From an optimization exercise on the open Yosys and OpenROAD flow, aimed at small area, a short achievable clock period and few clock cycles; shortcuts taken in it are not production practice.
In this exercise RTL edits were held to simulation tests only and were not proved equivalent to the original.
No activity file was given, so power comes from the tool's default toggle rates.

File: design.v
package ise_pkg;
   typedef struct packed {
      logic insert;    
      logic close;     
   } cell_ctrl_type;
   localparam logic [1:0] ST_EMPTY = 2'b00;
   localparam logic [1:0] ST_OPEN  = 2'b01;
endpackage
module ise_cell #(
   parameter int VALUE_WIDTH = 16
) (
   input  logic                          clock,
   input  logic                          reset,
   input  ise_pkg::cell_ctrl_type        ctrl,
   input  logic signed [VALUE_WIDTH-1:0] new_value,
   input  logic                          new_par,
   input  logic                          new_c,
   input  logic signed [VALUE_WIDTH-1:0] next_value,
   input  logic signed [VALUE_WIDTH-1:0] right_value,
   input  logic [1:0]                    right_state,
   input  logic                          right_c,
   input  logic                          right_stay,
   output logic signed [VALUE_WIDTH-1:0] value,
   output logic [1:0]                    state,
   output logic                          c,
   output logic                          stay,
   output logic [1:0]                    state_next
);
   function automatic logic greater(input logic [VALUE_WIDTH-1:0] a, input logic [VALUE_WIDTH-1:0] b);
      logic [VALUE_WIDTH-1:0] g, e;    
      g = {~a[VALUE_WIDTH-1] & b[VALUE_WIDTH-1], a[VALUE_WIDTH-2:0] & ~b[VALUE_WIDTH-2:0]};
      e = {~a[VALUE_WIDTH-1] | b[VALUE_WIDTH-1], a[VALUE_WIDTH-2:0] | ~b[VALUE_WIDTH-2:0]};
      for (int w = 1; w < VALUE_WIDTH; w = w * 2) begin
         for (int k = 0; k + w < VALUE_WIDTH; k = k + 2 * w) begin
            g[k] = g[k + w] | (e[k + w] & g[k]);
            e[k] = e[k + w] & e[k];
         end
      end
      greater = g[0];
   endfunction
   logic signed [VALUE_WIDTH-1:0] value_ff, value_in;
   logic [1:0]                    state_ff, state_src, state_in;
   logic                          g_ff, g_in;
   logic take_self, take_new, take_right;
   assign stay  = state_ff == ise_pkg::ST_OPEN && (!ctrl.insert || g_ff);
   assign c     = greater(value_ff, next_value);
   assign value = value_ff;
   assign state = state_ff;
   assign state_next = state_in;
   assign take_self  = stay;
   assign take_new   = !stay && right_stay;
   assign take_right = !stay && !right_stay;
   always_comb begin
      value_in  = ({VALUE_WIDTH{take_self}}  & value_ff)
                | ({VALUE_WIDTH{take_new}}   & new_value)
                | ({VALUE_WIDTH{take_right}} & right_value);
      state_src = ({2{take_self}}  & state_ff)
                | ({2{take_new}}   & (ctrl.insert ? ise_pkg::ST_OPEN : ise_pkg::ST_EMPTY))
                | ({2{take_right}} & right_state);
      g_in      = (take_self & c) | (take_new & new_c) | (take_right & right_c);
      state_in  = (ctrl.close && state_src == ise_pkg::ST_OPEN) ? {1'b1, new_par} : state_src;
   end
   always_ff @(posedge clock) begin
      value_ff <= value_in;
      g_ff     <= g_in;
      if (reset) begin
         state_ff <= ise_pkg::ST_EMPTY;
      end else begin
         state_ff <= state_in;
      end
   end
endmodule
module insertion_sort_engine #(
   parameter int DEPTH       = 32,
   parameter int VALUE_WIDTH = 16
) (
   input  logic                          clock,
   input  logic                          reset,
   input  logic                          start,
   output logic                          busy,
   input  logic signed [VALUE_WIDTH-1:0] req_value,
   input  logic                          req_last,
   output logic                          rsp_strobe,
   output logic signed [VALUE_WIDTH-1:0] rsp_value_res,
   output logic                          rsp_last_res,
   output logic                          rsp_dropped
);
   logic signed [VALUE_WIDTH-1:0] value_w [DEPTH];
   logic [1:0]                    state_w [DEPTH];
   logic [1:0]                    state_next_w [DEPTH];
   logic [DEPTH-1:0]              c_w;
   logic [DEPTH-1:0]              stay_w;
   logic                          rx_valid_ff;
   logic signed [VALUE_WIDTH-1:0] rx_value_ff;
   logic                          rx_last_ff;
   logic                          nx_valid_ff;
   logic signed [VALUE_WIDTH-1:0] nx_value_ff;
   logic                          nx_last_ff;
   logic                          in_valid_ff;
   logic signed [VALUE_WIDTH-1:0] in_value_ff;
   logic          insert_ff;                 
   logic          close_ff;                  
   logic [5:0]    count_ff;                  
   logic          full;
   logic          full_next;
   logic          par_ff;                    
   logic          ovf_open_ff;               
   logic          ovf_head_ff;               
   logic          new_c_ff;                  
   logic          head_out_ff;               
   logic          head_last_ff;              
   ise_pkg::cell_ctrl_type ctrl;
   assign full      = count_ff == DEPTH;
   assign full_next = !ctrl.close && (full || (count_ff == DEPTH - 1 && ctrl.insert));
   assign ctrl.insert = insert_ff;
   assign ctrl.close  = close_ff;
   function automatic logic greater(input logic [VALUE_WIDTH-1:0] a, input logic [VALUE_WIDTH-1:0] b);
      logic [VALUE_WIDTH-1:0] g, e;
      g = {~a[VALUE_WIDTH-1] & b[VALUE_WIDTH-1], a[VALUE_WIDTH-2:0] & ~b[VALUE_WIDTH-2:0]};
      e = {~a[VALUE_WIDTH-1] | b[VALUE_WIDTH-1], a[VALUE_WIDTH-2:0] | ~b[VALUE_WIDTH-2:0]};
      for (int w = 1; w < VALUE_WIDTH; w = w * 2) begin
         for (int k = 0; k + w < VALUE_WIDTH; k = k + 2 * w) begin
            g[k] = g[k + w] | (e[k + w] & g[k]);
            e[k] = e[k + w] & e[k];
         end
      end
      greater = g[0];
   endfunction
   for (genvar i = 0; i < DEPTH; i++) begin : g_cell
      logic signed [VALUE_WIDTH-1:0] right_value;
      logic [1:0]                    right_state;
      logic                          right_c;
      logic                          right_stay;
      if (i == DEPTH - 1) begin : g_tail
         assign right_value = '0;
         assign right_state = ise_pkg::ST_EMPTY;
         assign right_c     = 1'b0;
         assign right_stay  = 1'b1;
      end else begin : g_inner
         assign right_value = value_w[i+1];
         assign right_state = state_w[i+1];
         assign right_c     = c_w[i+1];
         assign right_stay  = stay_w[i+1];
      end
      ise_cell #(
         .VALUE_WIDTH (VALUE_WIDTH)
      ) u_cell (
         .clock       (clock),
         .reset       (reset),
         .ctrl        (ctrl),
         .new_value   (in_value_ff),
         .new_par     (par_ff),
         .new_c       (new_c_ff),
         .next_value  (nx_value_ff),
         .right_value (right_value),
         .right_state (right_state),
         .right_c     (right_c),
         .right_stay  (right_stay),
         .value       (value_w[i]),
         .state       (state_w[i]),
         .c           (c_w[i]),
         .stay        (stay_w[i]),
         .state_next  (state_next_w[i])
      );
   end
   always_ff @(posedge clock) begin
      rx_value_ff  <= req_value;
      rx_last_ff   <= req_last;
      nx_value_ff  <= rx_value_ff;
      nx_last_ff   <= rx_last_ff;
      in_value_ff  <= nx_value_ff;
      new_c_ff     <= greater(nx_value_ff, rx_value_ff);
      head_last_ff <= state_next_w[1] != state_next_w[0];
      if (reset) begin
         rx_valid_ff <= 1'b0;
         nx_valid_ff <= 1'b0;
         in_valid_ff <= 1'b0;
         insert_ff   <= 1'b0;
         close_ff    <= 1'b0;
         count_ff    <= '0;
         head_out_ff <= 1'b0;
         par_ff      <= 1'b0;
         ovf_open_ff <= 1'b0;
         ovf_head_ff <= 1'b0;
      end else begin
         rx_valid_ff <= start;
         nx_valid_ff <= rx_valid_ff;
         in_valid_ff <= nx_valid_ff;
         insert_ff   <= nx_valid_ff && !full_next;
         close_ff    <= nx_valid_ff && nx_last_ff;
         head_out_ff <= state_next_w[0][1];
         if (ctrl.close) begin
            count_ff <= '0;
         end else if (ctrl.insert) begin
            count_ff <= count_ff + 1'b1;
         end
         if (ctrl.close) begin
            par_ff      <= !par_ff;
            ovf_open_ff <= 1'b0;
         end else if (in_valid_ff && full) begin
            ovf_open_ff <= 1'b1;
         end
         if (ctrl.close && (ovf_open_ff || full)) begin
            ovf_head_ff <= 1'b1;
         end else if (head_out_ff && head_last_ff) begin
            ovf_head_ff <= 1'b0;
         end
      end
   end
   assign busy          = 1'b0;
   assign rsp_strobe    = head_out_ff;
   assign rsp_value_res = value_w[0];
   assign rsp_last_res  = head_last_ff;
   assign rsp_dropped   = ovf_head_ff;
endmodule
File: run.sh
#!/bin/bash
# synth_recipe.tcl (not shown) runs the flow's synth.tcl, then flattens the netlist and writes it again
# the make line also repeats each setting of config.mk as NAME=value (left out here)
make -C /OpenROAD-flow-scripts/flow DESIGN_CONFIG=/design/flow/config.mk WORK_HOME=/design/flow/orfs CLKGATE_MAP_FILE= SYNTH_SCRIPT=/design/flow/synth_recipe.tcl finish
File: config.mk
export PLATFORM = sky130hd
export DESIGN_NAME = insertion_sort_engine
export DESIGN_NICKNAME = insertion_sort_engine
export VERILOG_FILES = /design/flow/design.v
export SDC_FILE = /design/flow/constraint.sdc
export NUM_CORES = 4
export LEC_CHECK = 0
export ABC_AREA = 1
export CAP_MARGIN = 20
export CORE_MARGIN = 2
export CORE_UTILIZATION = 60
export CTS_BUF_LIST = sky130_fd_sc_hd__clkbuf_16
export CTS_CLUSTER_DIAMETER = 80
export CTS_CLUSTER_SIZE = 24
export SETUP_SLACK_MARGIN = 2.3
export SLEW_MARGIN = 20
File: constraint.sdc
create_clock -name core_clock -period 4.5 [get_ports {clock}]
set_input_delay 0.9000 -clock core_clock [delete_from_list [all_inputs] [get_ports {clock}]]
set_output_delay 0.9000 -clock core_clock [all_outputs]
set_load 0.01 [all_outputs]
==> impl_results.md, run 1 <==
- Outcome: finished clean
- First-pass GRT wire length: approximately 170000 um
- WL final: 115100 um
- Crit path capture type: flop
- Final Hold Fails: 0
- Avg WL per Cell: 20.46 um
- Tmin final: 2.215 ns
- Synth Area in Simple Gates: between 20% and 30%
- Crit path required time: a little over 5 ns
- Placeable Area: 0.05531 mm^2
- Placed cell count: 5552
- Largest net degree at the start of global routing: 66
- Die W: between 200 and 250 um
- Cell Area, Synth: 0.03372 mm^2
- Finished Layout Cells: 5627
- Main combinational cell family by area after synthesis: simple AND/OR/NAND/NOR gates
- Synthesized instance count: 5011
- Synth Area in Compound Gates: 20.43%
- Layout cells sized above 1: 5.616%
- Layout fillers: 5194
- Rel. slew slack: between 15 and 20%
- # IOs: 40
- Total gr overflow: 0
- CP Class: reg2reg
- Cell variety after synth: 36
- Clk buf depth: 3
- CTS Buf Count: 37
- Clk slew on worst S/H paths: roughly 0.10 ns
- CTS Root Cell: clkbuf_16
- Max Clk Rate: 451.5 MHz
- XOR/XNOR Fraction of Synth Area: less than 1%
- Post-synthesis mux area share: 0%
- PortBufs: 38
- Net Sw Power: 4.041 mW
- R2R depth: 8
- Worst clock skew: 0.02035 ns
- DRT iter0 DRCs: 4126
- RSZ-0062 raised after global routing: yes
- Critical path launch point type: flop
- Area leader, netlist: dfxtp_1
- Clk sinks: 674
- Leading register cell type out of synthesis: dfxtp_1
- Routability Congestion: roughly 0.9
- Mapped Nets: between 5000 and 6000
- H-tree levels: 2
- Clock network power share: 29.1%
- Total Power: 12.95 mW
- Post-route ant nets: 0
- Hold wc startpoint: rx_value_ff[11]
- HPWL after DPL: 72190 um
- Sequential-to-total area share from yosys stat: 40.49%
- Vias: 33640
- Synth Area in Adders: 0.07421%
- Area growth from synthesis to layout: 6.204%
- Share of flip-flops with an asynchronous set or reset: 0%
- Least-Margin Pin Slew: 1.255 ns
- Worst R2R End: head_last_ff
- Switching share of power: 31.20%
- Initial antenna violation count: 3
- Power share of the sequential group: 54.0%
- Post-synth EDFFs: 16
- Most instantiated library cell after synthesis: nand2_1
- CP Data Arrival Time: 2.75 ns
- Leak: ~16 nW
- Synth area leaders: dfxtp_1 39%, nand2_1 18%, o221ai_1 11%
- Via density: 5.978
- Maximum vdd ir drop: 0.3778 mV
- Worst-Skew Late Latency: 0.60 ns
- Post-synth top cells: 1656 x nand2_1, 715 x inv_1, 658 x dfxtp_1
- DIE HEIGHT: 241.1 um
- Max Cap Violations: 0
- Initial Utilization: approximately three fifths
- #FFs+latches synth: roughly 670
- Final TNS setup: 0 ns
- Nets: 4882
- Tot GR Track Use: 38.36%
- Synth top area share: around two fifths
- Final slew viol count: 0
- Int Pwr: 8.909 mW
- Pre-antenna DRT Iters: 6
- TritonCTS clock tree: built
- Worst-path fanout max: 38
- Hold EP: nx_value_ff[11]
- Hold Path Cell Cnt: 0
- Avg Cell Area, Syn: roughly 6.7 um^2
- Hold slack final: around 0.35 ns
- Core Rows: 86
- Die area: 0.05811 mm^2
- Fin crit share: 49.21%
- Footprint of the multi-input gates: ~0.016 mm^2
- Combinational power share: 16.9%
- FF-to-FF Start: insert_ff
- Post-route DRC: 0
- Register area: 0.01375 mm^2
- Power Density: approximately 360 mW/mm^2
- Vias in the first global route: 28690
- Synth warnings: 5
- Hold/Removal Path Class: reg2reg
- # setup viols final: 0
- Reg-to-reg setup timing slack: 2.29 ns
- Number of diodes: 0
[power by group through the flow]
stage                     sequential, mW  clock [mW]  combinational (mW)
after global routing                7.03        3.99                2.42
after CTS                           6.97        3.79                2.11
after floorplan                     6.87           0                1.57
final                               6.99        3.77                2.19
after detailed placement            7.10           0                2.10
after global placement              7.09           0                2.07
[layout make-up]
cell class	count	area share, %
Multi-Input combinational cell	3310	45.49
Inverter	726	7.690
Clock buffer	38	2.655
Timing Repair Buffer	111	2.711
Tap cell	748	2.613
Clock inverter	20	0.4402
Sequential cell	674	38.40
[critical path: stages (launching register included)]
cell     delay (ns)
dfxtp_2        0.38
buf_4          0.40
nand2_1        0.12
nand2_2        0.29
inv_1          0.25
nor2_1         0.19
a21oi_1        0.09
or2_2          0.32
nand3_1        0.09
[how the worst max path moves through the flow]
stage | start | to | slack, ns | cells past startpoint
after floorplan | insert_ff | g_cell[30].u_cell.value_ff[14] | 2.75 | 8
after global placement | insert_ff | g_cell[30].u_cell.state_ff[0] | 1.74 | 10
after detailed placement | insert_ff | g_cell[29].u_cell.value_ff[15] | 1.69 | 6
after CTS | insert_ff | g_cell[27].u_cell.value_ff[15] | 2.29 | 6
after global routing | insert_ff | head_last_ff | 2.17 | 8
final | insert_ff | head_last_ff | 2.29 | 8
[state kept, by name (all words and copies together) (netlist names), 6 cells and up, named ones only]
signal / cells
g_cell.u_cell.value_ff: 496
g_cell.u_cell.state_ff: 63
g_cell.u_cell.g_ff: 32
in_value_ff: 16
nx_value_ff: 16
rx_value_ff: 16
count_ff: 6
[metal layers]
metal | global-route usage (%) | wire, um | vias up
met5 | 0 | 26 | -
met4 | 11.17 | 3420 | 4
met3 | 8.921 | 15600 | 231
met2 | 54.44 | 46270 | 1819
met1 | 57.43 | 49820 | 15450
li1 | - | - | 16130
[stage by stage]
| stage | utilization (%) | area, um^2 | setup WS, ns |
|---|---|---|---|
| finish | 64.75 | 35810 | 2.285 |
| global route | 64.75 | 35810 | 2.168 |
| CTS | 64.07 | 35440 | 2.295 |
| detailed placement | 61.81 | 34190 | 1.692 |
| global placement | 61.81 | 34190 | 1.744 |
| floorplan | - | 33720 | 2.746 |
[cell families after synthesis]
family / count (synthesis)
and+or+nand+nor: 2320
buffers and inverters: 1028
AOI/OAI and AO/OA: 985
adders and majority gates: 2
other: 1
xor gates and xnor gates: 1
DFF: 674
[what timing repair did]
item,in CTS,in global routing
gates resized for setup,76,68
endpoints found under the hold margin,0,0
pin swaps,0,3
cloned,0,1
setup buffers,2,14
hold buffers,0,0
endpoints found under the setup margin,553,418
[placed cells by master (no fill, tap or decap), types with 2 or more instances in the layout]
cell type and n:
dfxtp_4 14, clkbuf_16 38, o221ai_1 426, o21ai_2 10, buf_4 64, ha_1 2, o21ai_1 11, dfxtp_2 37
clkinv_1 4, nand2_2 23, clkbuf_2 3, dfxtp_1 607, nor2_4 32, dlygate4sd2_1 6, buf_8 2, o22ai_1 78
inv_6 6, o21ai_4 9, a21oi_1 73, clkinvlp_4 9, buf_6 4, inv_2 8, clkinv_2 3, buf_12 3
clkdlybuf4s15_1 8, nor2_1 403, nor3_1 3, a31oi_1 31, o211ai_1 50, o21ai_0 294, clkdlybuf4s15_2 2, edfxtp_1 16
nand2_1 1636, clkdlybuf4s50_1 18, nand3_1 219, inv_1 712, clkinv_4 2
Testbench counts, summed over its fixed seeds: cycles 6,595.
==> run 2, diff against run 1 <==
--- a/config.mk
+++ b/config.mk
@@ -6,5 +6,4 @@
 export NUM_CORES = 4
 export LEC_CHECK = 0
-export ABC_AREA = 1
 export CAP_MARGIN = 20
 export CORE_MARGIN = 2
==> run 2 against run 1 <==
  * Still clean
  * Synthesized cell count fell by 15%
  * Core utilization rose by 1.9 points
  * Final area rose by 5.3%
  * Register-to-register slack got worse by 0.02 ns
  * Sequential power rose by 4.0%
  * Die area rose by 2.2%
  * Total power rose by 2.3%
  * Critical path type unchanged
  * Critical endpoint is now g_cell[24].u_cell.g_ff
==> impl_results.md, run 2 <==
- First-pass GRT wire length: 185900 um (+8.8%)
- Clock network power share: 29.2% (about the same)
- Hold Path Cell Cnt: 0 (unchanged)
- DIE HEIGHT: 243.8 um (+1.1%)
- Clk buf depth: 3 (unchanged)
- #FFs+latches synth: 674 (unchanged)
- Critical path launch point type: flop
- TritonCTS clock tree: built
- Cell Area, Synth: 0.03449 mm^2 (+2.3%)
- Final Hold Fails: 0 (unchanged)
- Initial Utilization: 60.94% (about the same)
- Area leader, netlist: dfxtp_1
- Clk slew on worst S/H paths: 0.09 ns (about the same)
- Hold EP: nx_last_ff
- Most common cell after layout, fill and taps aside: a21oi_1
- Cell variety after synth: 78 (+120%)
- Crit-path cells: buf_8 -> nor2_4 -> buf_12 -> a222oi_1 -> nand3_1 -> o311ai_2 -> o21ai_1 -> mux2_4 -> mux2_4
- Sequential-to-total area share from yosys stat: 39.58% (-0.90 points)
- Max Clk Rate: 446.9 MHz (-1.0%)
- Synth warnings: 5 (unchanged)
- Pre-antenna DRT Iters: 9 (+3)
- Routability Congestion: 0.9587 (+5.6%)
- Final slew viol count: 0 (unchanged)
- Tot GR Track Use: 40.60% (+2.2 points)
- Most instantiated library cell after synthesis: dfxtp_1
- Mapped Nets: 4284 (-15%)
- Finished Layout Cells: 4926 (-12%)
- Leak: 18.11 nW (+11%)
- Worst clock skew: 0.01638 ns (-0.003964 ns)
- Post-route DRC: 0 (unchanged)
- Tmin final: 2.237 ns (+0.02273 ns)
- H-tree levels: 2 (unchanged)
- Largest register FFs: 496 (unchanged)
- Post-synth top cells: 658 x dfxtp_1, 657 x a21oi_1, 607 x nor2_1
- # setup viols final: 0 (unchanged)
- Maximum vdd ir drop: 0.3649 mV (-3.4%)
- Layout cells sized above 1: 8.637% (+3.0 points)
- Biggest regs: g_cell.u_cell.value_ff (496), g_cell.u_cell.state_ff (63), g_cell.u_cell.g_ff (32)
- Final TNS setup: 0 ns (unchanged)
- CTS Buf Count: 37 (unchanged)
- Placed instance area: 0.03511 mm^2 (+2.7%)
- Most used cell along the critical path: mux2_4
- Placeable Area: 0.05660 mm^2 (+2.3%)
- Power share of the sequential group: 54.9% (+0.9 points)
- Critical path's slowest cell: dfxtp_4
- Core Rows: 87 (+1.2%)
- CP Data Arrival Time: 2.73 ns (-0.02 ns)
- RSZ-0062 raised after global routing: yes
- Crit path required time: 4.99 ns (-0.04 ns)
- Synth area leaders: dfxtp_1 38%, mux2i_1 13%, a21oi_1 9.5%
- Worst-Skew Late Latency: 0.60 ns (about the same)
- Total gr overflow: 0 (unchanged)
- Net Sw Power: 4.042 mW (about the same)
- Largest net degree at the start of global routing: 56 (-15%)
- Initial antenna violation count: 6 (+3)
- Hold wc startpoint: rx_last_ff
- CP Class: reg2reg
- Placed cell count: 4788 (-14%)
- R2R depth: 9 (+1)
- Outcome: finished clean
- HPWL after DPL: 78250 um (+8.4%)
- WL final: 126700 um (+10%)
- Max Cap Violations: 0 (unchanged)
- CTS Root Cell: clkbuf_16
- Combinational power share: 15.9% (-1.0 points)
- Via density: 6.748 (+13%)
- Die W: 243.8 um (+1.1%)
- Int Pwr: 9.210 mW (+3.4%)
- Reg-to-reg setup timing slack: 2.26 ns (-0.02 ns)
- PortBufs: 38 (unchanged)
- DRT iter0 DRCs: 3811 (-7.6%)
- Synth top area share: 38.19% (-0.87 points)
- # IOs: 40 (unchanged)
- Fin crit share: 49.72% (+0.51 points)
- Least-Margin Pin Slew: 1.237 ns (-0.01838 ns)
- Nets: 4171 (-15%)
- Die area: 0.05942 mm^2 (+2.2%)
- FF-to-FF Start: nx_value_ff[6]
- Crit path capture type: flop
- Reg with most FFs: g_cell.u_cell.value_ff
- Rel. slew slack: 17.45% (+1.1 points)
- Avg WL per Cell: 25.72 um (+26%)
- Avg Cell Area, Syn: 8.093 um^2 (+20%)
- Share of flip-flops with an asynchronous set or reset: 0% (unchanged)
- Most frequent cells in the layout: 656 x a21oi_1, 622 x dfxtp_1, 605 x nor2_1, 452 x mux2i_1, 353 x nand2_1
- Worst-path fanout max: 8 (-79%)
- Post-route ant nets: 0 (unchanged)
- Worst R2R End: g_cell[24].u_cell.g_ff
- Switching share of power: 30.50% (-0.70 points)
- Hold/Removal Path Class: reg2reg
- Leading register cell type out of synthesis: dfxtp_1
- Area growth from synthesis to layout: 9.381%
- Post-synth EDFFs: 16 (unchanged)
- Synthesized instance count: 4262 (-15%)
- Power Density: 351.3 mW/mm^2 (-2.9%)
- Delay of the slowest critical-path stage: 0.38 ns (-0.02 ns)
- Clk sinks: 674 (unchanged)
- Final Cell Area: 0.03773 mm^2 (+5.3%)
- Vias: 33240 (-1.2%)
- Vias in the first global route: 30990 (+8.0%)
-- run 2: cell types whose count changed after synthesis, sizes merged, moves of 185 or more --
cell    before  now
nand2     1659  355
a21oi       73  657
inv        722  144
mux2i        0  452
o221ai     426   50
nand3      220   21
o21ai      323  138
-- run 2: kinds of logic after synthesis --
family          count (synthesis)  share of synthesized area, %
flops                         674                         39.58
fa+ha+maj                      53                         1.563
xor+xnor                        4                        0.1016
mux                           461                         13.41
simple gates                 1213                         15.00
compound gates               1332                         23.77
other cells                     1                       0.01087
buf+inv                       524                         6.555
-- run 2: area by class of cell --
type                            instances  area, um^2
Multi-Input combinational cell       3070       18920
Fill cell                            4829       18880
Sequential cell                       674       13730
Timing Repair Buffer                  219        2316
Clock buffer                           38       950.9
Tap cell                              756       945.9
Inverter                              147       643.1
Clock inverter                         20       215.2
Antenna cell                            2       5.005
-- run 2: how the worst max path moves through the flow --
| stage | from | slack, ns | end | depth (start not counted) |
|---|---|---|---|---|
| global route | nx_value_ff[5] | 2.16 | g_cell[16].u_cell.g_ff | 8 |
| detailed placement | nx_value_ff[10] | 1.32 | g_cell[6].u_cell.g_ff | 8 |
| floorplan | nx_value_ff[10] | 2.58 | g_cell[10].u_cell.g_ff | 9 |
| finish | nx_value_ff[6] | 2.26 | g_cell[24].u_cell.g_ff | 9 |
| global placement | nx_value_ff[10] | 1.30 | g_cell[6].u_cell.g_ff | 8 |
| CTS | nx_value_ff[3] | 2.25 | g_cell[7].u_cell.g_ff | 7 |
-- run 2: repair_timing --
action / in CTS / in global routing
hold buffers: 0 / 0
setup endpoints to repair: 458 / 219
gates resized for setup: 138 / 102
gates cloned: 6 / 7
pin swaps: 15 / 33
setup buffers: 31 / 33
-- run 2: stage by stage --
stage	utilization (%)	hold WS, ns	total power, mW	setup slack [ns]
floorplan	-	0.3096	8.449	2.581
global placement	62.02	0.3121	9.209	1.301
detailed placement	62.02	0.3233	9.273	1.324
CTS	65.30	0.3447	13.11	2.248
global route	66.64	0.3521	13.68	2.159
finish	66.65	0.3460	13.25	2.263
-- run 2: routing by layer --
metal  share of wire [%]  track usage, %  vias up
met5               0.010               0        -
met3                  10           7.248      609
met1                  37           48.85    15590
met2                  45           65.72     2061
met4                 8.1           28.66        2
li1                    -               -    14980
-- run 2: power by group through the flow --
stage	combinational [mW]	sequential, mW	clock (mW)
3_3_place_gp	1.85	7.36	0
3_5_place_dp	1.89	7.38	0
2_1_floorplan	1.40	7.05	0
6_report	2.11	7.27	3.87
4_1_cts	1.96	7.24	3.91
5_1_grt	2.25	7.33	4.11
-- run 2: critical path: cells and delay by family (launching register included) --
family                 cells  cell delay (ns)
DFF                        1             0.38
buffers and inverters      2             0.28
muxes                      2             0.53
and+or+nand+nor            2             0.19
AOI/OAI and AO/OA          3             0.75
==> run 3, diff against run 2 <==
--- a/config.mk
+++ b/config.mk
@@ -8,8 +8,8 @@
 export CAP_MARGIN = 20
 export CORE_MARGIN = 2
-export CORE_UTILIZATION = 60
+export CORE_UTILIZATION = 65
 export CTS_BUF_LIST = sky130_fd_sc_hd__clkbuf_16
 export CTS_CLUSTER_DIAMETER = 80
 export CTS_CLUSTER_SIZE = 24
-export SETUP_SLACK_MARGIN = 2.3
+export SETUP_SLACK_MARGIN = 2.2
 export SLEW_MARGIN = 20
==> run 3 against run 2 <==
  * First-iteration DRC count fell by 5.6%
  * Die area fell by 7.6%
  * Critical path depth fell by 1
  * Via count fell by 1.5%
  * Largest cell class unchanged
  * Non-clock buffer count fell by 22
  * Combinational power fell by 2%
  * Highest routed layer unchanged
  * Sequential share of layout area rose by 0.53 points
  * Hold slack got worse by 0.011 ns
  * Routed wire length fell by 6.1%
  * Still clean
  * Final area fell by 1.8%
==> impl_results.md, run 3 <==
- RSZ-0062 raised after global routing: yes
- Met2 WL: 53750 um (-6.1%)
- #FFs+latches synth: 674 (unchanged)
- Leading register cell type out of synthesis: dfxtp_1
- Largest register FFs: 496 (unchanged)
- Die W: 234.4 um (-3.9%)
- Worst-path fanout max: 26 (+18)
- R2R depth: 8 (-1)
- Hold/Removal Path Class: reg2reg
- Core Rows: 84 (-3.4%)
- Fin crit share: 50.74% (+1.0 points)
- Most frequent cells in the layout: 656 x a21oi_1, 643 x dfxtp_1, 606 x nor2_1, 452 x mux2i_1, 352 x nand2_1
- Cell variety after synth: 78 (unchanged)
- FF-to-FF Start: nx_value_ff[1]
- DIE HEIGHT: 234.4 um (-3.9%)
- WL final: 118900 um (-6.1%)
- Post-route DRC: 0 (unchanged)
- Share of flip-flops with an asynchronous set or reset: 0% (unchanged)
- Worst-Skew Late Latency: 0.60 ns (about the same)
- Switching share of power: 30.28% (-0.22 points)
- Hold Path Cell Cnt: 0 (unchanged)
- PortBufs: 38 (unchanged)
- Most used cell along the critical path: mux2_2
- Tot GR Track Use: 41.69% (+1.1 points)
- Hold wc startpoint: rx_last_ff
- Pre-antenna DRT Iters: 8 (-1)
- Max Clk Rate: 438.0 MHz (-2.0%)
- Highest Signal Layer: met5
- Crit path launch: nx_value_ff[1]
- Rel. slew slack: 20.04% (+2.6 points)
- Routability Congestion: 0.9383 (-2.1%)
- Cell Area, Synth: 0.03449 mm^2 (unchanged)
- Max Cap Violations: 0 (unchanged)
- Most instantiated library cell after synthesis: dfxtp_1
- Die area: 0.05492 mm^2 (-7.6%)
- CP Class: reg2reg
- Crit path required time: 4.99 ns (about the same)
- Outcome: finished clean
- Worst clock skew: 0.02508 ns (+0.008700 ns)
- Sequential-to-total area share from yosys stat: 39.58% (unchanged)
- Placeable Area: 0.05255 mm^2 (-7.2%)
- Clk slew on worst S/H paths: 0.10 ns (about the same)
- Crit-path cells: buf_4 -> nor2_2 -> clkbuf_8 -> a222oi_1 -> o221a_2 -> o21ai_1 -> mux2_2 -> mux2_2
- Hold EP: nx_last_ff
- Via density: 6.771 (+0.33%)
- Tmin final: 2.283 ns (+0.04574 ns)
- Delay of the slowest critical-path stage: 0.45 ns (+0.07 ns)
- Post-synth EDFFs: 16 (unchanged)
- Int Pwr: 9.132 mW (-0.85%)
- Avg WL per Cell: 24.59 um (-4.4%)
- Largest net degree at the start of global routing: 56 (unchanged)
- Avg Cell Area, Syn: 8.093 um^2 (unchanged)
- Vias: 32740 (-1.5%)
- Reg-to-reg setup timing slack: 2.22 ns (-0.05 ns)
- Met3 WL: 12030 um (-5.4%)
- Clock network power share: 29.1% (about the same)
- Final Hold Fails: 0 (unchanged)
- Combinational power share: 15.8% (about the same)
- Area growth from synthesis to layout: 7.454%
- Crit path capture type: flop
- Power share of the sequential group: 55.1% (+0.2 points)
- CTS Root Cell: clkbuf_16
- Post-route ant nets: 0 (unchanged)
- CP Data Arrival Time: 2.78 ns (+0.05 ns)
- Layout fillers: 4281 (-11%)
- Synthesized instance count: 4262 (unchanged)
- Critical path's slowest cell: a222oi_1
- Worst R2R End: g_cell[24].u_cell.g_ff
- Final Cell Area: 0.03706 mm^2 (-1.8%)
- Initial Utilization: 65.64% (+4.7 points)
- Place WS: 1.659 ns (+0.3352 ns)
- Setup ws final: 2.217 ns (-0.04574 ns)
- Nets: 4148 (-0.55%)
- HPWL after DPL: 74880 um (-4.3%)
- CTS Buf Count: 37 (unchanged)
- Post-synth top cells: 658 x dfxtp_1, 657 x a21oi_1, 607 x nor2_1
- CTS Hold Buffers Added: 0 (unchanged)
- Leak: 17.88 nW (-1.3%)
- Clk sinks: 674 (unchanged)
- # IOs: 40 (unchanged)
- Clk buf depth: 3 (unchanged)
- First-pass GRT wire length: 175300 um (-5.7%)
- Most common cell after layout, fill and taps aside: a21oi_1
- Critical path launch point type: flop
- Power Density: 353.4 mW/mm^2 (+0.60%)
- Net Sw Power: 3.966 mW (-1.9%)
- Layout cells sized above 1: 7.549% (-1.1 points)
- Synth warnings: 5 (unchanged)
- Biggest regs: g_cell.u_cell.value_ff (496), g_cell.u_cell.state_ff (63), g_cell.u_cell.g_ff (32)
- TritonCTS clock tree: built
- Placed instance area: 0.03507 mm^2 (-0.11%)
- Area leader, netlist: dfxtp_1
- Final slew viol count: 0 (unchanged)
- Synth area leaders: dfxtp_1 38%, mux2i_1 13%, a21oi_1 9.5%
- Mapped Nets: 4284 (unchanged)
- DRT iter0 DRCs: 3596 (-5.6%)
- Vias in the first global route: 30690 (-0.99%)
- Final TNS setup: 0 ns (unchanged)
- Synth top area share: 38.19% (unchanged)
- H-tree levels: 2 (unchanged)
- Total gr overflow: 0 (unchanged)
- Wl on met1: 42980 um (-7.5%)
- Least-Margin Pin Slew: 1.198 ns (-0.03890 ns)
- Maximum vdd ir drop: 0.4645 mV (+27%)
- Initial antenna violation count: 4 (-2)
- Reg with most FFs: g_cell.u_cell.value_ff
- # setup viols final: 0 (unchanged)
[run 3: cell counts after synthesis]
No cell type changed its count.
[run 3: repair_timing]
item,in CTS,in global routing
gates resized for setup,95,72
hold endpoints to repair,0,0
setup buffers,22,13
pin swaps,10,18
cloned,5,3
endpoints found under the setup margin,181,120
[run 3: logic make-up (layout without fill, tap and decap cells)]
group | Yosys count | count (layout) | synth area share [%]
compound gates | 1332 | 1336 | 23.77
xor+xnor | 4 | 4 | 0.1016
fa+ha+maj | 53 | 53 | 1.563
buf+inv | 524 | 403 | 6.555
flops | 674 | 674 | 39.58
mux | 461 | 461 | 13.41
other cells | 1 | 2 | 0.01087
simple gates | 1213 | 1214 | 15.00
[run 3: per-layer routing]
metal / GRT usage [%] / up-vias
li1: - / 14910
met2: 68.17 / 1857
met1: 48.00 / 15340
met4: 30.88 / 2
met5: 0 / -
met3: 9.144 / 630
[run 3: stage by stage]
step	utilization, %	hold slack, ns	total power [mW]	std cells
6_report	70.53	0.3346	13.10	4835
5_1_grt	70.52	0.3534	13.52	4834
4_1_cts	69.76	0.3359	12.98	4818
3_5_place_dp	66.73	0.3138	9.227	4732
3_3_place_gp	66.73	0.3124	9.156	4732
2_1_floorplan	-	0.3096	8.449	4262
[run 3: layout make-up]
class                           count  area (um^2)  share of cell area, %
Multi-Input combinational cell   3069        18870                  50.91
Antenna cell                        1        2.502               0.006752
Timing Repair Buffer              197         1883                  5.081
Tap cell                          688        860.8                  2.323
Sequential cell                   674        13690                  36.93
Clock buffer                       38        950.9                  2.566
Inverter                          147        620.6                  1.674
Clock inverter                     21        187.7                 0.5064
[run 3: worst max-delay path, delay by kind of cell, from the launching register on]
family	cells	cell delay, ns
compound gates	3	0.80
flops	1	0.40
mux	2	0.53
simple gates	1	0.03
buf+inv	2	0.39
[run 3: power groups by stage]
stage | logic (mW) | registers [mW] | clock network (mW)
2_1_floorplan | 1.40 | 7.05 | 0
3_3_place_gp | 1.86 | 7.29 | 0
3_5_place_dp | 1.91 | 7.32 | 0
4_1_cts | 1.95 | 7.18 | 3.84
5_1_grt | 2.21 | 7.28 | 4.03
6_report | 2.07 | 7.22 | 3.81
[run 3: how the worst max path moves through the flow]
stage,to,slack (ns),depth (start not counted)
6_report,g_cell[24].u_cell.g_ff,2.22,8
4_1_cts,g_cell[10].u_cell.g_ff,2.16,7
3_3_place_gp,g_cell[10].u_cell.g_ff,1.72,8
2_1_floorplan,g_cell[10].u_cell.g_ff,2.58,9
5_1_grt,g_cell[10].u_cell.g_ff,2.12,7
3_5_place_dp,g_cell[10].u_cell.g_ff,1.66,8
==> run 4, diff against run 3 <==
--- a/config.mk
+++ b/config.mk
@@ -6,10 +6,11 @@
 export NUM_CORES = 4
 export LEC_CHECK = 0
+export ABC_AREA = 1
 export CAP_MARGIN = 20
 export CORE_MARGIN = 2
-export CORE_UTILIZATION = 65
+export CORE_UTILIZATION = 60
 export CTS_BUF_LIST = sky130_fd_sc_hd__clkbuf_16
 export CTS_CLUSTER_DIAMETER = 80
 export CTS_CLUSTER_SIZE = 24
-export SETUP_SLACK_MARGIN = 2.2
+export SETUP_SLACK_MARGIN = 2.45
 export SLEW_MARGIN = 20
==> run 4 against run 3 <==
  * Final area is 1.2% lower
  * Synthesized cell count is 18% higher
  * Sequential cell count stayed put
  * Global-route usage is 2.8 points lower
  * Via count is 3.7% higher
  * Critical endpoint is now g_cell[16].u_cell.value_ff[14]
  * Clock-buffer cell count stayed put
  * Cell count is 18% higher
==> impl_results.md, run 4 <==
- Outcome: finished clean
- Clk slew on worst S/H paths: 0.10 ns (about the same)
- Place WS: 1.692 ns (+0.03284 ns)
- Clk sinks: 674 (unchanged)
- Vias in the first global route: 28820 (-6.1%)
- CTS Hold Buffers Added: 0 (unchanged)
- Post-route ant nets: 0 (unchanged)
- Combinational power share: 17.1% (+1.3 points)
- H-tree levels: 2 (unchanged)
- Placeable Area: 0.05531 mm^2 (+5.2%)
- Post-synth top cells: 1656 x nand2_1, 715 x inv_1, 658 x dfxtp_1
- Footprint of the multi-input gates: 0.01634 mm^2 (-13%)
- Area leader, netlist: dfxtp_1
- Synth warnings: 5 (unchanged)
- HPWL after DPL: 72190 um (-3.6%)
- Nets: 4938 (+19%)
- Net Sw Power: 4.067 mW (+2.6%)
- R2R depth: 6 (-2)
- Hold Path Cell Cnt: 0 (unchanged)
- RSZ-0062 raised after global routing: yes
- Reg-to-reg setup timing slack: 2.44 ns (+0.22 ns)
- Initial antenna violation count: 3 (-1)
- Layout fillers: 5094 (+19%)
- FF-to-FF Start: insert_ff
- Least-Margin Pin Slew: 1.262 ns (+0.06403 ns)
- Worst-Skew Late Latency: 0.60 ns (about the same)
- Int Pwr: 8.925 mW (-2.3%)
- Crit-path cells: inv_8 -> o21ai_4 -> inv_1 -> nor2_4 -> nand2_1 -> o211ai_1
- Fin util: 66.18% (-4.3 points)
- Initial Utilization: 60.97% (-4.7 points)
- #FFs+latches synth: 674 (unchanged)
- Synth top area share: 39.06% (+0.87 points)
- Leak: 16.71 nW (-6.6%)
- PortBufs: 38 (unchanged)
- Hold/Removal Path Class: reg2reg
- Worst-path fanout max: 34 (+31%)
- Most common cell after layout, fill and taps aside: nand2_1
- # IOs: 40 (unchanged)
- Share of flip-flops with an asynchronous set or reset: 0% (unchanged)
- Crit path launch: insert_ff
- Placed instance area: 0.03419 mm^2 (-2.5%)
- Synthesized instance count: 5011 (+18%)
- CTS Root Cell: clkbuf_16
- Largest register FFs: 496 (unchanged)
- Power share of the sequential group: 53.8% (-1.3 points)
- Delay of the slowest critical-path stage: 0.59 ns (+0.14 ns)
- Final slew viol count: 0 (unchanged)
- Via density: 5.974 (-12%)
- Cell variety after synth: 36 (-54%)
- DRT iter0 DRCs: 4432 (+23%)
- Register area: 0.01378 mm^2 (+0.69%)
- Cell Area, Synth: 0.03372 mm^2 (-2.2%)
- Final Hold Fails: 0 (unchanged)
- Switching share of power: 31.30% (+1.0 points)
- Area growth from synthesis to layout: 8.545%
- Total Power: 12.99 mW (-0.80%)
- Reg with most FFs: g_cell.u_cell.value_ff
- Critical path's slowest cell: o21ai_4
- Final Cell Area: 0.03660 mm^2 (-1.2%)
- First-pass GRT wire length: 172900 um (-1.4%)
- Critical path launch point type: flop
- Mapped Nets: 5033 (+17%)
- Pre-antenna DRT Iters: 8 (unchanged)
- Avg WL per Cell: 20.59 um (-16%)
- CP Data Arrival Time: 2.57 ns (-0.21 ns)
- Rel. slew slack: 15.88% (-4.2 points)
- Final TNS setup: 0 ns (unchanged)
- Largest net degree at the start of global routing: 66 (+18%)
- Hold wc startpoint: rx_value_ff[11]
- Routability Congestion: 0.9080 (-3.2%)
- # setup viols final: 0 (unchanged)
- Hold EP: nx_value_ff[11]
- Clock network power share: 29.1% (about the same)
- Total gr overflow: 0 (unchanged)
- Tot GR Track Use: 38.86% (-2.8 points)
- Max Cap Violations: 0 (unchanged)
- WL final: 117000 um (-1.6%)
- Setup ws final: 2.438 ns (+0.2215 ns)
- Biggest regs: g_cell.u_cell.value_ff (496), g_cell.u_cell.state_ff (63), g_cell.u_cell.g_ff (32)
- Post-route DRC: 0 (unchanged)
- Die W: 241.1 um (+2.9%)
- Sequential-to-total area share from yosys stat: 40.49% (+0.90 points)
- Most instantiated library cell after synthesis: nand2_1
- CTS Buf Count: 37 (unchanged)
- Synth area leaders: dfxtp_1 39%, nand2_1 18%, o221ai_1 11%
- Crit path required time: 5.01 ns (+0.02 ns)
- Worst clock skew: 0.02194 ns (-0.003146 ns)
- Max Clk Rate: 485.1 MHz (+11%)
- Core Rows: 86 (+2.4%)
- Leading register cell type out of synthesis: dfxtp_1
- DIE HEIGHT: 241.1 um (+2.9%)
- Clk buf depth: 3 (unchanged)
- Worst R2R End: g_cell[16].u_cell.value_ff[14]
- Tmin final: 2.062 ns (-0.2215 ns)
- Post-synth EDFFs: 16 (unchanged)
- Fin crit share: 45.81% (-4.9 points)
- Maximum vdd ir drop: 0.3819 mV (-18%)
- Vias: 33960 (+3.7%)
- Layout cells sized above 1: 7.214% (-0.34 points)
- Die area: 0.05811 mm^2 (+5.8%)
- CP Class: reg2reg
- TritonCTS clock tree: built
- Power Density: 355.0 mW/mm^2 (+0.45%)
- Avg Cell Area, Syn: 6.729 um^2 (-17%)
- Most frequent cells in the layout: 1628 x nand2_1, 709 x inv_1, 606 x dfxtp_1, 426 x o221ai_1, 403 x nor2_1
- Crit path capture type: flop
run 4: timing repair:
action                     in CTS  in global routing
gates resized for setup       174                 64
pin swaps                       0                 23
gates cloned                    0                  3
setup buffers                  17                 53
setup endpoints to repair     577                476
run 4: area by class of cell:
class,count,share of cell area (%)
sequential,674,37.65
antenna,1,0.006837
timing repair buffer,165,4.533
multi-input combinational,3312,44.65
clock buffer,38,2.598
inverter,726,7.572
clock inverter,20,0.4307
tap,748,2.557
run 4: critical path: cells and delay by family, from the launching register on:
family                 cells  cell delay (ns)
DFF                        1             0.40
and+or+nand+nor            2             0.45
buffers and inverters      2             0.35
AOI/OAI and AO/OA          2             0.71
run 4: layer usage:
| layer | share of wire (%) | global-route usage, % | vias to the layer above |
|---|---|---|---|
| met5 | 0.0060 | 0 | - |
| met4 | 3.2 | 11.54 | 2 |
| met3 | 14 | 9.482 | 250 |
| met2 | 40 | 54.93 | 1910 |
| met1 | 42 | 58.00 | 15570 |
| li1 | - | - | 16230 |
run 4: power by group through the flow:
stage	Combinational (mW)	Sequential, mW	Clock (mW)
final	2.22	6.99	3.78
after global routing	2.46	7.03	3.99
after CTS	2.13	6.96	3.79
after detailed placement	2.10	7.10	0
after global placement	2.07	7.09	0
after floorplan	1.57	6.87	0
run 4: cells by family (layout without fill, tap and decap cells):
kind of cell	after synthesis	in the layout	share of synthesized area, %
fa+ha+maj	2	2	0.07420
xor+xnor	1	1	0.02598
compound gates	985	987	20.43
buf+inv	1028	949	12.00
flops	674	674	40.49
other cells	1	2	0.01112
simple gates	2320	2321	26.97
run 4: worst max path at each step:
stage	cells past startpoint	to	slack, ns
after floorplan	8	g_cell[30].u_cell.value_ff[14]	2.75
after global placement	10	g_cell[30].u_cell.state_ff[0]	1.74
after detailed placement	6	g_cell[29].u_cell.value_ff[15]	1.69
after CTS	6	g_cell[29].u_cell.value_ff[15]	2.38
after global routing	6	g_cell[16].u_cell.value_ff[14]	2.29
final	6	g_cell[16].u_cell.value_ff[14]	2.44
run 4: per-stage QoR:
stage / cells / hold WS [ns]
after global placement: 5552 / 0.3345
final: 5684 / 0.3486
after floorplan: 5011 / 0.3096
after detailed placement: 5552 / 0.3361
after global routing: 5683 / 0.3535
after CTS: 5627 / 0.3498
==> run 5, diff against run 4 <==
--- a/config.mk
+++ b/config.mk
@@ -6,11 +6,10 @@
 export NUM_CORES = 4
 export LEC_CHECK = 0
-export ABC_AREA = 1
 export CAP_MARGIN = 20
 export CORE_MARGIN = 2
 export CORE_UTILIZATION = 60
 export CTS_BUF_LIST = sky130_fd_sc_hd__clkbuf_16
-export CTS_CLUSTER_DIAMETER = 80
-export CTS_CLUSTER_SIZE = 24
-export SETUP_SLACK_MARGIN = 2.45
+export CTS_CLUSTER_DIAMETER = 100
+export CTS_CLUSTER_SIZE = 30
+export SETUP_SLACK_MARGIN = 2.3
 export SLEW_MARGIN = 20
==> run 5 against run 4 <==
  * Still clean on timing, DRC and antenna
  * Sequential power is 4.1% higher
  * Area after synthesis is 2.3% higher
  * Hold slack better by 0.0018 ns
  * Largest cell class unchanged
==> impl_results.md, run 5 <==
- Area growth from synthesis to layout: 8.673%
- Reg-to-reg setup timing slack: 2.22 ns (-0.22 ns)
- Worst R2R End: g_cell[7].u_cell.g_ff
- Rel. slew slack: 18.48% (+2.6 points)
- Leak: 17.93 nW (+7.3%)
- Most common cell after layout, fill and taps aside: a21oi_1
- Most frequent cells in the layout: 656 x a21oi_1, 621 x dfxtp_1, 605 x nor2_1, 452 x mux2i_1, 353 x nand2_1
- FF-to-FF Start: nx_value_ff[13]
- Die W: 243.8 um (+1.1%)
- Combinational power share: 16.7% (-0.4 points)
- Net Sw Power: 3.986 mW (-2.0%)
- Hold wc startpoint: rx_last_ff
- Core Rows: 87 (+1.2%)
- Outcome: finished clean
- Via density: 6.726 (+13%)
- Setup ws final: 2.216 ns (-0.2219 ns)
- R2R depth: 8 (+2)
- Worst-path fanout max: 29 (-15%)
- Worst clock skew: 0.02389 ns (+0.001955 ns)
- Fin crit share: 50.75% (+4.9 points)
- Maximum vdd ir drop: 0.3396 mV (-11%)
- Synth top area share: 38.19% (-0.87 points)
- Hold EP: nx_last_ff
- Post-synthesis mux area share: 13.41% (+13 points)
- CTS Root Cell: clkbuf_16
- TritonCTS clock tree: built
- Hold Path Cell Cnt: 0 (unchanged)
- HPWL after DPL: 78250 um (+8.4%)
- Final TNS setup: 0 ns (unchanged)
- Synth Area in Adders: 1.563% (+1.5 points)
- Leading register cell type out of synthesis: dfxtp_1
- Main combinational cell family by area after synthesis: compound AO/OA/AOI/OAI gates
- Hold/Removal Path Class: reg2reg
- Clock network power share: 25.9% (-3.2 points)
- Largest net degree at the start of global routing: 56 (-15%)
- Final slew viol count: 0 (unchanged)
- Synth warnings: 5 (unchanged)
- Vias: 33040 (-2.7%)
- Vias in the first global route: 31080 (+7.8%)
- Initial antenna violation count: 3 (unchanged)
- Placeable Area: 0.05660 mm^2 (+2.3%)
- Synth Area in Compound Gates: 23.77% (+3.3 points)
- Clk buf depth: 3 (unchanged)
- Avg WL per Cell: 25.78 um (+25%)
- CTS Buf Count: 29 (-22%)
- PortBufs: 38 (unchanged)
- First-pass GRT wire length: 186600 um (+8.0%)
- Pre-antenna DRT Iters: 6 (-2)
- Post-synth EDFFs: 16 (unchanged)
- CP Data Arrival Time: 2.81 ns (+0.24 ns)
- Die area: 0.05942 mm^2 (+2.2%)
- Cell Area, Synth: 0.03449 mm^2 (+2.3%)
- Int Pwr: 8.701 mW (-2.5%)
- Nets: 4160 (-16%)
- Sequential-to-total area share from yosys stat: 39.58% (-0.90 points)
- Initial Utilization: 60.94% (about the same)
- Power Density: 338.5 mW/mm^2 (-4.6%)
- Area leader, netlist: dfxtp_1
- Cell variety after synth: 78 (+120%)
- Hold slack final: 0.3504 ns (+0.001784 ns)
- Tmin final: 2.284 ns (+0.2219 ns)
- Power share of the sequential group: 57.4% (+3.6 points)
- Largest register FFs: 496 (unchanged)
- #FFs+latches synth: 674 (unchanged)
- Total gr overflow: 0 (unchanged)
- Most instantiated library cell after synthesis: dfxtp_1
- Max Clk Rate: 437.9 MHz (-9.7%)
- Crit path required time: 5.02 ns (about the same)
- Clk slew on worst S/H paths: 0.11 ns (about the same)
- Synth area leaders: dfxtp_1 38%, mux2i_1 13%, a21oi_1 9.5%
- Synth Area in Simple Gates: 15.00% (-12 points)
- H-tree levels: 1 (-1)
- CP Class: reg2reg
- DIE HEIGHT: 243.8 um (+1.1%)
- Switching share of power: 31.42% (+0.12 points)
- Final Hold Fails: 0 (unchanged)
- Synthesized instance count: 4262 (-15%)
- WL final: 126700 um (+8.2%)
- Critical path launch point type: flop
- # setup viols final: 0 (unchanged)
- Fin util: 66.22% (about the same)
- Layout cells sized above 1: 8.622% (+1.4 points)
- # IOs: 40 (unchanged)
- Reg with most FFs: g_cell.u_cell.value_ff
- Place WS: 1.324 ns (-0.3681 ns)
- Post-route ant nets: 0 (unchanged)
- XOR/XNOR Fraction of Synth Area: 0.1016% (+0.076 points)
- Biggest regs: g_cell.u_cell.value_ff (496), g_cell.u_cell.state_ff (63), g_cell.u_cell.g_ff (32)
- DRT iter0 DRCs: 3644 (-18%)
- Routability Congestion: 0.9587 (+5.6%)
- Least-Margin Pin Slew: 1.223 ns (-0.03890 ns)
- RSZ-0062 raised after global routing: yes
- Tot GR Track Use: 40.71% (+1.9 points)
- Post-synth top cells: 658 x dfxtp_1, 657 x a21oi_1, 607 x nor2_1
- Share of flip-flops with an asynchronous set or reset: 0% (unchanged)
- Max Cap Violations: 0 (unchanged)
- Worst-Skew Late Latency: 0.65 ns (+0.05 ns)
- Post-route DRC: 0 (unchanged)
- Crit path capture type: flop
- Mapped Nets: 4284 (-15%)
- Clk sinks: 674 (unchanged)
- Avg Cell Area, Syn: 8.093 um^2 (+20%)
[run 5: changes by cell type after synthesis, moves of 202 or more]
| cell | delta |
|---|---|
| nor2_1 | +202 |
| inv_1 | -578 |
| a21oi_1 | +584 |
| nand2_1 | -1301 |
| o221ai_1 | -376 |
| mux2i_1 | +452 |
[run 5: worst max-delay path by stage]
| stage | endpoint | slack (ns) | from | depth (start not counted) |
|---|---|---|---|---|
| 6_report | g_cell[7].u_cell.g_ff | 2.22 | nx_value_ff[13] | 8 |
| 3_5_place_dp | g_cell[6].u_cell.g_ff | 1.32 | nx_value_ff[10] | 8 |
| 2_1_floorplan | g_cell[10].u_cell.g_ff | 2.58 | nx_value_ff[10] | 9 |
| 3_3_place_gp | g_cell[6].u_cell.g_ff | 1.30 | nx_value_ff[10] | 8 |
| 4_1_cts | g_cell[7].u_cell.g_ff | 2.28 | nx_value_ff[3] | 7 |
| 5_1_grt | g_cell[20].u_cell.g_ff | 2.21 | nx_value_ff[5] | 8 |
[run 5: power by group through the flow]
stage          sequential, mW  clock, mW  combinational [mW]
3_3_place_gp             7.36          0                1.85
2_1_floorplan            7.05          0                1.40
4_1_cts                  7.24       3.31                1.97
3_5_place_dp             7.38          0                1.89
6_report                 7.28       3.29                2.11
5_1_grt                  7.33       3.53                2.26
[run 5: per-layer routing]
layer  GRT usage (%)  share of wire [%]
met5               0                  0
met4           27.56                7.4
met3           7.832                 10
met2           65.94                 46
met1           49.05                 37
[run 5: worst max-delay path, stage by stage (launching register included)]
cell	delay (ns)
dfxtp_4	0.42
clkinv_8	0.17
buf_6	0.24
o221ai_1	0.31
nor4_1	0.12
a211oi_1	0.23
o21ai_1	0.14
mux2_2	0.27
mux2_2	0.26
[run 5: cell families (layout without fill, tap and decap cells)]
logic type | after synthesis | after routing
adder cells (fa/ha/maj) | 53 | 53
AO/OA/AOI/OAI | 1332 | 1336
buffers and inverters | 524 | 408
flip-flops | 674 | 674
AND/OR/NAND/NOR | 1213 | 1215
other | 1 | 6
XOR/XNOR | 4 | 4
multiplexers | 461 | 461
[run 5: cell type report]
type,count,area [um^2]
diodes,5,12.51
repair buffers,216,2287
inverters,147,664.4
clock inverters,16,151.4
multi-input cells,3070,18950
well taps,756,945.9
fillers,4856,19120
flip-flops and latches,674,13740
clock buffers,29,725.7
[run 5: per-stage QoR]
stage | std cells | total power [mW] | cell area (um^2)
after global routing | 4908 | 13.12 | 37470
final | 4913 | 12.69 | 37480
after CTS | 4876 | 12.52 | 36770
after detailed placement | 4788 | 9.273 | 35110
after global placement | 4788 | 9.209 | 35100
after floorplan | 4262 | 8.449 | 34490
[run 5: repair_timing]
item / CTS / global route
cloned: 8 / 2
buffers inserted: 35 / 29
resized for setup: 158 / 112
pin swaps: 15 / 25
hold buffers: 0 / 0
endpoints found under the setup margin: 466 / 212
==> run 6, diff against run 5 <==
--- a/design.v
+++ b/design.v
@@ -8,5 +8,6 @@
 endpackage
 module ise_cell #(
-   parameter int VALUE_WIDTH = 16
+   parameter int VALUE_WIDTH = 16,
+   parameter bit INVERTED    = 1'b0    
 ) (
    input  logic                          clock,
@@ -17,9 +18,9 @@
    input  logic                          new_c,
    input  logic signed [VALUE_WIDTH-1:0] next_value,
-   input  logic signed [VALUE_WIDTH-1:0] right_value,
+   input  logic signed [VALUE_WIDTH-1:0] right_value,    
    input  logic [1:0]                    right_state,
    input  logic                          right_c,
    input  logic                          right_stay,
-   output logic signed [VALUE_WIDTH-1:0] value,
+   output logic signed [VALUE_WIDTH-1:0] value,          
    output logic [1:0]                    state,
    output logic                          c,
@@ -44,5 +45,5 @@
    logic take_self, take_new, take_right;
    assign stay  = state_ff == ise_pkg::ST_OPEN && (!ctrl.insert || g_ff);
-   assign c     = greater(value_ff, next_value);
+   assign c     = greater(value_ff ^ {VALUE_WIDTH{INVERTED}}, next_value);
    assign value = value_ff;
    assign state = state_ff;
@@ -53,6 +54,6 @@
    always_comb begin
       value_in  = ({VALUE_WIDTH{take_self}}  & value_ff)
-                | ({VALUE_WIDTH{take_new}}   & new_value)
-                | ({VALUE_WIDTH{take_right}} & right_value);
+                | ({VALUE_WIDTH{take_new}}   & (new_value ^ {VALUE_WIDTH{INVERTED}}))
+                | ({VALUE_WIDTH{take_right}} & ~right_value);
       state_src = ({2{take_self}}  & state_ff)
                 | ({2{take_new}}   & (ctrl.insert ? ise_pkg::ST_OPEN : ise_pkg::ST_EMPTY))
@@ -133,5 +134,5 @@
       logic                          right_stay;
       if (i == DEPTH - 1) begin : g_tail
-         assign right_value = '0;
+         assign right_value = '0;    
          assign right_state = ise_pkg::ST_EMPTY;
          assign right_c     = 1'b0;
@@ -144,5 +145,6 @@
       end
       ise_cell #(
-         .VALUE_WIDTH (VALUE_WIDTH)
+         .VALUE_WIDTH (VALUE_WIDTH),
+         .INVERTED    (i % 2 == 1)
       ) u_cell (
          .clock       (clock),
--- a/config.mk
+++ b/config.mk
@@ -10,6 +10,6 @@
 export CORE_UTILIZATION = 60
 export CTS_BUF_LIST = sky130_fd_sc_hd__clkbuf_16
-export CTS_CLUSTER_DIAMETER = 100
-export CTS_CLUSTER_SIZE = 30
+export CTS_CLUSTER_DIAMETER = 80
+export CTS_CLUSTER_SIZE = 24
 export SETUP_SLACK_MARGIN = 2.3
 export SLEW_MARGIN = 20
==> run 6 against run 5 <==
  * Area after synthesis fell by 4.3%
  * Sequential share of layout area rose by 0.093 points
  * Synthesized cell count rose by 8.4%
  * Register-to-register slack got worse by 0.22 ns
  * Critical endpoint is now new_c_ff
  * Largest cell class unchanged
==> impl_results.md, run 6 <==
- Met2 WL: 49060 um (-15%)
- Maximum vdd ir drop: 0.3344 mV (-1.5%)
- Max Cap Violations: 0 (unchanged)
- Place WS: 1.215 ns (-0.1092 ns)
- Most common cell after layout, fill and taps aside: nand2_1
- Clk sinks: 674 (unchanged)
- CP Class: reg2reg
- Post-synth EDFFs: 16 (unchanged)
- Placed instance area: 0.03339 mm^2 (-4.9%)
- Worst-Skew Late Latency: 0.61 ns (-0.04 ns)
- Leak: 15.93 nW (-11%)
- Critical path's slowest cell: dfxtp_4
- Initial antenna violation count: 0 (-3)
- Initial Utilization: 60.96% (about the same)
- CTS Hold Buffers Added: 0 (unchanged)
- R2R depth: 9 (+1)
- Hold slack final: 0.3367 ns (-0.01375 ns)
- Placeable Area: 0.05413 mm^2 (-4.4%)
- Mapped Nets: 4642 (+8.4%)
- Met3 WL: 12400 um (-1.6%)
- Sequential-to-total area share from yosys stat: 41.37% (+1.8 points)
- Die area: 0.05689 mm^2 (-4.3%)
- Share of flip-flops with an asynchronous set or reset: 0% (unchanged)
- # IOs: 40 (unchanged)
- Biggest regs: g_cell.u_cell.value_ff (496), g_cell.u_cell.state_ff (63), g_cell.u_cell.g_ff (32)
- Delay of the slowest critical-path stage: 0.46 ns (+0.04 ns)
- Total Power: 13.66 mW (+7.7%)
- Vias: 33290 (+0.75%)
- Routability Congestion: 0.8765 (-8.6%)
- Post-route ant nets: 0 (unchanged)
- Crit-path cells: inv_6 -> maj3_2 -> maj3_2 -> maj3_2 -> maj3_2 -> o21ai_2 -> a221o_1 -> o2bb2ai_1 -> maj3_2
- PortBufs: 38 (unchanged)
- Clk buf depth: 3 (unchanged)
- Setup ws final: 1.999 ns (-0.2169 ns)
- DRT iter0 DRCs: 4204 (+15%)
- Fin crit share: 55.57% (+4.8 points)
- Final TNS setup: 0 ns (unchanged)
- Hold Path Cell Cnt: 0 (unchanged)
- Worst-path fanout max: 19 (-34%)
- Crit path capture type: flop
- Placed cell count: 5034 (+5.1%)
- Synth top area share: 39.92% (+1.7 points)
- Total gr overflow: 0 (unchanged)
- Max Clk Rate: 399.9 MHz (-8.7%)
- Fin util: 68.99% (+2.8 points)
- Post-route DRC: 0 (unchanged)
- Leading register cell type out of synthesis: dfxtp_1
- Avg WL per Cell: 21.61 um (-16%)
- Pre-antenna DRT Iters: 8 (+2)
- H-tree levels: 2 (+1)
- Final Cell Area: 0.03734 mm^2 (-0.37%)
- Vias in the first global route: 28990 (-6.7%)
- TritonCTS clock tree: built
- Core Rows: 85 (-2.3%)
- Outcome: finished clean
- Synth area leaders: dfxtp_1 40%, o21ai_0 11%, a21oi_1 10%
- Nets: 4537 (+9.1%)
- Final Hold Fails: 0 (unchanged)
- # setup viols final: 0 (unchanged)
- WL final: 113100 um (-11%)
- CP Data Arrival Time: 3.06 ns (+0.25 ns)
- Crit path required time: 5.06 ns (+0.04 ns)
- Cell Area, Synth: 0.03300 mm^2 (-4.3%)
- Synth warnings: 6 (+1)
- Finished Layout Cells: 5234 (+6.5%)
- Most instantiated library cell after synthesis: nand2_1
- Wl on met1: 47340 um (+0.96%)
- Area leader, netlist: dfxtp_1
- Highest Signal Layer: met4
- Critical path launch point type: flop
- Die W: 238.5 um (-2.2%)
- First-pass GRT wire length: 170700 um (-8.5%)
- HPWL after DPL: 71230 um (-9.0%)
- CTS Root Cell: clkbuf_16
- Worst clock skew: 0.02347 ns (-0.0004169 ns)
- Reg with most FFs: g_cell.u_cell.value_ff
- #FFs+latches synth: 674 (unchanged)
- Layout fillers: 4757 (-2.0%)
- CTS Buf Count: 37 (+28%)
- Largest net degree at the start of global routing: 72 (+29%)
- Synthesized instance count: 4620 (+8.4%)
- Final slew viol count: 0 (unchanged)
- Tot GR Track Use: 38.41% (-2.3 points)
- DIE HEIGHT: 238.5 um (-2.2%)
- Clk slew on worst S/H paths: 0.09 ns (-0.02 ns)
- Most used cell along the critical path: maj3_2
- Cell variety after synth: 68 (-13%)
- Rel. slew slack: 33.85% (+15 points)
- Layout cells sized above 1: 11.55% (+2.9 points)
- Post-synth top cells: 734 x nand2_1, 712 x o21ai_0, 673 x a21oi_1
- Tmin final: 2.501 ns (+0.2169 ns)
- Largest register FFs: 496 (unchanged)
- Power Density: 365.8 mW/mm^2 (+8.1%)
- Most frequent cells in the layout: 732 x nand2_1, 666 x o21ai_0, 638 x a21oi_1, 626 x dfxtp_1, 562 x nor2_1
- Least-Margin Pin Slew: 0.9912 ns (-0.2316 ns)
- Avg Cell Area, Syn: 7.143 um^2 (-12%)
- Via density: 6.361 (-5.4%)
- RSZ-0062 raised after global routing: yes
- Area growth from synthesis to layout: 13.17%
- Hold/Removal Path Class: reg2reg
-- run 6: cell types whose count changed in the layout (fill, tap and decap cells not counted), moves of 26 or more --
cell,before,now
nor2b_1,56,12
o21ai_0,119,666
nand2_1,353,732
o221ai_1,48,22
o22ai_1,116,70
maj3_1,48,22
a31oi_1,60,19
nand2b_1,79,22
a21oi_2,1,32
mux2i_1,452,11
buf_6,25,54
o211ai_1,55,121
nor2_1,605,562
-- run 6: what timing repair did --
item	in CTS	in global routing
cloned	10	2
hold endpoints to repair	0	0
endpoints found under the setup margin	594	308
pin swaps	84	122
resized for setup	281	184
buffers inserted	79	47
-- run 6: kinds of logic after synthesis --
| group | count (synthesis) | share of synthesized area [%] |
|---|---|---|
| buf+inv | 556 | 6.389 |
| xor+xnor | 5 | 0.1327 |
| simple gates | 1426 | 17.04 |
| fa+ha+maj | 41 | 1.274 |
| other cells | 1 | 0.01136 |
| compound gates | 1898 | 33.18 |
| mux | 19 | 0.6029 |
| flops | 674 | 41.37 |
-- run 6: worst max-delay path: cells and delay by family, from the launching register on --
family	cells	cell delay (ns)
DFF	1	0.46
buffers and inverters	1	0.12
AOI/OAI and AO/OA	3	0.41
adders and majority gates	5	1.44
-- run 6: where the power goes --
group	leakage (nW)	switching (mW)	total, mW	internal (mW)
combinational	9.65	1.40	2.49	1.09
sequential	5.70	0.695	7.28	6.59
clock	0.588	2.14	3.89	1.75
-- run 6: worst paths after layout --
check                           slack [ns]      startpoint    endpoint
worst max register to register        2.00  nx_value_ff[1]    new_c_ff
worst max-delay path                  2.00  nx_value_ff[1]    new_c_ff
worst min register to register        0.34      rx_last_ff  nx_last_ff
worst min-delay path                  0.34      rx_last_ff  nx_last_ff
-- run 6: layer usage --
layer,global-route usage (%),vias to the layer above
li1,-,15980
met1,55.78,15260
met2,58.01,1810
met3,5.058,241
met4,14.75,0
met5,0,-
-- run 6: area by class of cell --
type / instances / area, um^2 / share of cell area (%)
inverter: 155 / 633.1 / 1.695
tap: 696 / 870.8 / 2.332
antenna: 2 / 5.005 / 0.01340
multi-input combinational: 3391 / 18290 / 48.99
timing repair buffer: 252 / 2625 / 7.029
clock buffer: 38 / 950.9 / 2.546
sequential: 674 / 13730 / 36.76
clock inverter: 22 / 207.7 / 0.5562
timing repair inverter: 4 / 30.03 / 0.08041
Testbench counts of run 6, summed over its fixed seeds: cycles 6,595.

[static timing again, ports no longer ideal]
How much do the figures lean on ideal ports? The routed layouts below were timed once more, with nothing changed but the port constraints. Step 1 sets driving cells, clkbuf_16 on the clock port and buf_2 on the other inputs (assumed; they add their load-dependent delay and slew). Step 2 also shifts input and output timing later by t, the mid clock arrival at the registers, as if the neighbouring blocks saw the same clock. Slacks: no drivers / after step 1 / after step 2; pairs: no drivers / after step 1.
run | t (ns) | setup WS [ns] | worst setup path after step 2 | worst register clock-pin slew, ns | worst data-port slew with drivers (ns)
run 1 | 0.656 | 2.285 / 2.239 / 1.943 | input to register | 0.10 / 0.10 | 0.05
run 2 | 0.651 | 2.263 / 2.257 / 2.261 | input to register | 0.10 / 0.10 | 0.05
run 3 | 0.650 | 2.217 / 2.217 / 2.217 | register to register | 0.10 / 0.10 | 0.05
run 4 | 0.655 | 2.438 / 2.381 / 2.243 | input to register | 0.10 / 0.10 | 0.05
run 5 | 0.702 | 2.216 / 2.216 / 2.216 | register to register | 0.12 / 0.12 | 0.05
run 6 | 0.661 | 1.999 / 1.999 / 1.999 | register to register | 0.10 / 0.10 | 0.04
After both steps setup and hold are still met in every run listed. For run 1, which loses most, drivers alone change the setup slack by -0.046 ns; drivers and shift together by -0.342 ns.
